This design comes from an exercise in tuning for small area, a short achievable clock period and few clock cycles per item on the open sky130 flow, not from production work.
No functional check of the RTL was part of any run shown here.
No activity file was given, so power comes from the tool's default toggle rates.

## flow/design.v (module list and top-level ports; edited modules follow where they fit)
// module complex_mult_pipe: 1053 lines
module complex_mult_pipe #(
  parameter int IN0_W    = 16,
  parameter int IN0_FRAC = 8,
  parameter int IN1_W    = 12,
  parameter int IN1_FRAC = 10,
  parameter int OUT_W    = 16,
  parameter int OUT_FRAC = 8,
  parameter int ROUND    = 1
) (
  input  logic             CLK,
  input  logic             RST_N,
  input  logic             IN_VALID,
  output logic             IN_READY,
  input  logic             CONJ,
  input  logic [IN0_W-1:0] IN0_Real,
  input  logic [IN0_W-1:0] IN0_Img,
  input  logic [IN1_W-1:0] IN1_Real,
  input  logic [IN1_W-1:0] IN1_Img,
  output logic             OUT_VALID,
  input  logic             OUT_READY,
  output logic [OUT_W-1:0] OUT_Real,
  output logic [OUT_W-1:0] OUT_Img,
  output logic             OVF
);
  // ...
==> flow/run.sh <==
#!/bin/bash
# synth_recipe.tcl (not shown) runs the flow's synth.tcl, then flattens the netlist and writes it again
# the make line also repeats each setting of config.mk as NAME=value (left out here)
make -C /OpenROAD-flow-scripts/flow DESIGN_CONFIG=/design/flow/config.mk WORK_HOME=/design/flow/orfs CLKGATE_MAP_FILE= SYNTH_SCRIPT=/design/flow/synth_recipe.tcl finish
==> flow/config.mk <==
export PLATFORM = sky130hd
export DESIGN_NAME = complex_mult_pipe
export DESIGN_NICKNAME = complex_mult_pipe
export VERILOG_FILES = /design/flow/design.v
export SDC_FILE = /design/flow/constraint.sdc
export NUM_CORES = 4
export LEC_CHECK = 0
export CAP_MARGIN = 20
export CORE_MARGIN = 2
export CORE_UTILIZATION = 40
export SLEW_MARGIN = 20
==> flow/constraint.sdc <==
create_clock -name core_clock -period 6.5 [get_ports {CLK}]
set_input_delay 1.3000 -clock core_clock [delete_from_list [all_inputs] [get_ports {CLK}]]
set_output_delay 1.3000 -clock core_clock [all_outputs]
set_load 0.01 [all_outputs]
==> flow_summary_export.csv, run 1 <==
group,metric,value,unit
cells_and_area,antennaDiodeCount,0,
pwr,power.internal,0.00805,W
pwr,p_sw_share,48.0,%
synth,synthesis.instances,2362,
route,dr_wl_met3,7340,µm
timing,postLayoutSetupSlackWorst,460,ps
placed_design,gp_congestion,0.969,
cells_and_area,regArea,5600,µm²
global_route,use_met1,31.8,%
clock_network,h-tree-depth,4,
synth,synth-simple-area-share,5.05,%
timing,slew_violations,0,
pwr,combPwrFrac,75.6,%
critical_path,path_max_fanout,17,
route,vias,18900,
timing,rsz0062_at_grt,"false",
critical_path,start_kind,"register",
critical_path,required,5200,ps
critical_path,end_kind,"output pin",
route,wl_per_cell,24.2,µm
critical_path,criticalPathCategory,"reg -> out",
global_route,grt_first_pass_wirelength,115000,µm
timing,max_slew_margin,21.7,%
placed_design,place_worst_setup_slack,976,ps
pwr,pg_comb,0.0117,W
timing,setup_total_negative_slack,0,ps
synth,synthXorXnorAreaFrac,13.5,%
status,status,"timing/DRC/antenna clean",
synth,synthArstFlopShare,1.60,%
route,drtIter0Drc,2350,
clock_network,cts_sinks,187,
synth,synth_edf_count,184,
clock_network,clockRootBuffer,"clkbuf_16",
synth,synth.distinct_cells,73,
synth,synth_compound_area_share,23.2,%
cells_and_area,multi_input_cells,1629,
global_route,grt_pass1_vias,19500,
==> run 2, diff against run 1 <==
--- a/flow/config.mk
+++ b/flow/config.mk
@@ -8,4 +8,5 @@
 export CAP_MARGIN = 20
 export CORE_MARGIN = 2
 export CORE_UTILIZATION = 40
+export SETUP_SLACK_MARGIN = 3.0
 export SLEW_MARGIN = 20
==> run 2 against run 1 <==
  * Clock power up 6%
  * Clock skew down 9.4 ps
  * Critical endpoint is now OVF
  * Highest routed layer unchanged
  * Sequential share of layout area down 3.1 points
  * Utilization up 7.4 points
  * Hold slack better by 5.9 ps
  * Via count up 10%
  * Critical path depth up 2
  * Still clean
  * Largest cell class unchanged
==> flow_summary_export.csv, run 2 <==
group,metric,value,unit
status,status,"timing/DRC/antenna clean",
cells_and_area,top_regs,"ia_q (19), ra_q (19)",
flow_run,cap_violations,0,
pwr,powerDensity,607,nW/µm²
synth,yosys-top-cells-count,"288 x inv_1, 242 x xnor2_1, 224 x a221oi_1, 224 x a22o_1, 216 x fa_1",
cells_and_area,layout_common_cells,"225 x xnor2_1, 223 x a22o_1, 217 x inv_1, 215 x buf_4, 184 x edfxtp_1",
synth,seq_area_frac_synth,23.6,%
route,vias,20900,
clock_network,cts_tree,"built",
clock_network,h-tree-depth,4,
critical_path,worst_ep_arrival_time,3750,ps
synth,synth_warnings,1,
cells_and_area,syn_to_final_growth,26.9,%
route,drt_pass1_iterations,10,
route,drc_errors,0,
timing,setup_viol,0,
cells_and_area,antennaDiodeCount,0,
pwr,vdd_ir_drop_max,0.607,mV
global_route,grt_max_degree,66,
floorplanning,die_x,248,µm
pwr,p_switching,0.00874,W
synth,synthesis.instances,2362,
worst_hold_path,hold_class,"reg -> reg",
pwr,power.internal,0.00957,W
cells_and_area,fillerInstances,5198,
pwr,seq_power_share,14.2,%
critical_path,start_kind,"register",
clock_network,clockRootBuffer,"clkbuf_16",
floorplanning,die_area,61300,µm²
cells_and_area,final_common_cell,"xnor2_1",
clock_network,cts_sinks,187,
floorplanning,io_pins,96,
critical_path,end_kind,"output pin",
timing,min_period,5050,ps
synth,syn_area,23700,µm²
global_route,grt_overflow_total,0,
clock_network,clock_latency,490,ps
timing,timing.fmax,0.198,GHz
timing,tightest_slew,792,ps
route,wl_per_cell,26.0,µm
timing,max_slew_margin,47.2,%
placed_design,io_buffers,95,
clock_network,hold_buffers,0,
global_route,antenna_found_initial,0,
timing,clock_skew,14.8,ps
clock_network,clk_pin_slew,70,ps
timing,slew_violations,0,
timing,final-hold-violation-count,0,
cells_and_area,drive_above_1_share,30.4,%
placed_design,gp_congestion,0.982,
cells_and_area,regArea,5600,µm²
pwr,combPwrFrac,79.9,%
floorplanning,start_util,40.3,%
timing,rsz0062_at_grt,"true",
synth,ys.flop_type,"edfxtp_1",
route,final_antenna_net_count,0,
synth,synth.distinct_cells,73,
cells_and_area,fin_nets,2969,
synth,synthArstFlopShare,1.60,%
critical_path,required,5200,ps
pwr,p_clk_share,5.9,%
synth,yosys-top-cells-area,"edfxtp_1 23%, fa_1 18%, xnor2_1 8.9%, a221oi_1 8.3%, a22o_1 8.3%",
synth,synth_top_area_share,23.3,%
global_route,track_usage,28.4,%
pwr,p_sw_share,47.7,%
floorplanning,fp.dieH,248,µm
clock_network,cts_buffers,17,
critical_path,criticalPathCategory,"reg -> out",
synth,ys_seq_elements,187,
route,drtIter0Drc,2584,
synth,avgSynthCellArea,10.1,µm²
route,vias_per_cell,6.26,
synth,synth_area_leader_cell,"edfxtp_1",
pwr,p_leak,12.3,nW
global_route,grt_first_pass_wirelength,129000,µm
placed_design,place_hpwl,54600,µm
cells_and_area,multiInputGateArea,17600,µm²
floorplanning,rows,89,
route,wl,86900,µm
timing,min_period_over_period,77.6,%
synth,synth_nets,2777,
synth,yosysMostFrequentCell,"inv_1",
timing,setup_total_negative_slack,0,ps
global_route,grt_pass1_vias,21200,
synth,synth_edf_count,184,
critical_path,path_max_fanout,4,
clock_network,clk_path_buf_depth,2,
floorplanning,core-area,58900,µm²
pwr,power,0.0183,W
-- run 2: power groups by stage --
| stage | Combinational (W) | Clock, W | Sequential, W |
|---|---|---|---|
| floorplan | 0.00837 | 0 | 0.00245 |
| global route | 0.0163 | 0.00116 | 0.00262 |
| CTS | 0.0140 | 0.00113 | 0.00259 |
| detailed placement | 0.0122 | 0 | 0.00279 |
| global placement | 0.0120 | 0 | 0.00278 |
| finish | 0.0146 | 0.00108 | 0.00259 |
-- run 2: cell type report --
cell class              instances  area share (%)
multi-input cells            1630            58.5
flip-flops and latches        187            18.6
repair buffers                427            14.0
inverters                     291            3.62
well taps                     773            3.21
clock buffers                  18            1.42
clock inverters                14           0.585
-- run 2: repair_timing --
item | CTS | global route
setup endpoints to repair | 106 | 103
gates resized for setup | 447 | 147
pin swaps | 158 | 132
gates cloned | 12 | 1
buffers inserted | 226 | 28
-- run 2: logic make-up (layout without fill, tap and decap cells) --
group	count (synthesis)	in the layout	share of synthesized area [%]
compound gates	678	678	23.2
xor+xnor	363	363	13.5
fa+ha+maj	354	354	25.5
buf+inv	546	750	8.68
flops	187	187	23.6
mux	9	9	0.437
simple gates	225	226	5.05
-- run 2: critical path, stage by stage, from the launching register on --
cell and delay [ps]:
edfxtp_1 380, inv_2 70, fa_2 220, inv_2 40, fa_2 350, a211oi_2 240
o21bai_1 120, a2111o_1 420, o211ai_4 130, o31ai_4 110, xnor2_4 220, mux2i_4 320
buf_6 140, buf_12 110, o21ai_2 50, or2_1 200, buf_2 140
-- run 2: worst paths after layout --
check,startpoint,depth (start not counted),endpoint,slack [ps]
worst max register to register,br_s4[0],12,rb_q[3],2530
worst min register to register,vld_q[1],1,vld_q[2],470
min in group asynchronous,RST_N,1,vld_q[2],990
worst min-delay path,vld_q[1],1,vld_q[2],470
max in group asynchronous,RST_N,1,ovf_q,5350
worst max-delay path,ra_q[0],16,OVF,1450
-- run 2: layer usage --
layer / track usage [%] / wire length [µm] / up-vias
li1: - / - / 8915
met1: 35.0 / 32800 / 10200
met2: 43.4 / 37700 / 1391
met3: 8.49 / 10200 / 411
met4: 18.2 / 6210 / 0
met5: 0 / 0 / -
-- run 2: metrics by stage --
step                      hold WS (ps)  instance area (µm²)  instances  utilization [%]  worst slack (ps)
after floorplan                    430                24300       2362                -              2180
after global placement             444                25500       3041             43.3              1220
after detailed placement           447                25500       3041             43.3              1140
after CTS                          463                29400       3311             49.9              1240
after global routing               489                30100       3340             51.2              1290
final                              467                30100       3340             51.2              1450

[separate check: timing with driven ports]
In the flow no input, the clock included, has a driving cell. The finished layouts below were timed again as built, in two steps. Step 1 (the two cells are an assumption about what drives the block):
set clk [get_ports {CLK}]
set_driving_cell -lib_cell sky130_fd_sc_hd__clkbuf_16 $clk
set_driving_cell -lib_cell sky130_fd_sc_hd__buf_2 [delete_from_list [all_inputs] $clk]
Step 2 times the ports against the registers' clock, not the clock port: input delays grow and output delays shrink by t, the midpoint of the rising clock arrivals with the driver on. Slacks: no drivers / after step 1 / after step 2; pairs: no drivers / after step 1.
| run | t, ns | setup slack, ns | worst register clock-pin slew, ns | worst slew at a driven data input, ns |
|---|---|---|---|---|
| run 1 | 0.548 | 0.460 / 0.399 / 0.948 | 0.07 / 0.07 | 0.05 |
| run 2 | 0.546 | 1.453 / 1.396 / 1.941 | 0.07 / 0.07 | 0.04 |
After both steps setup and hold are still met in every run listed.
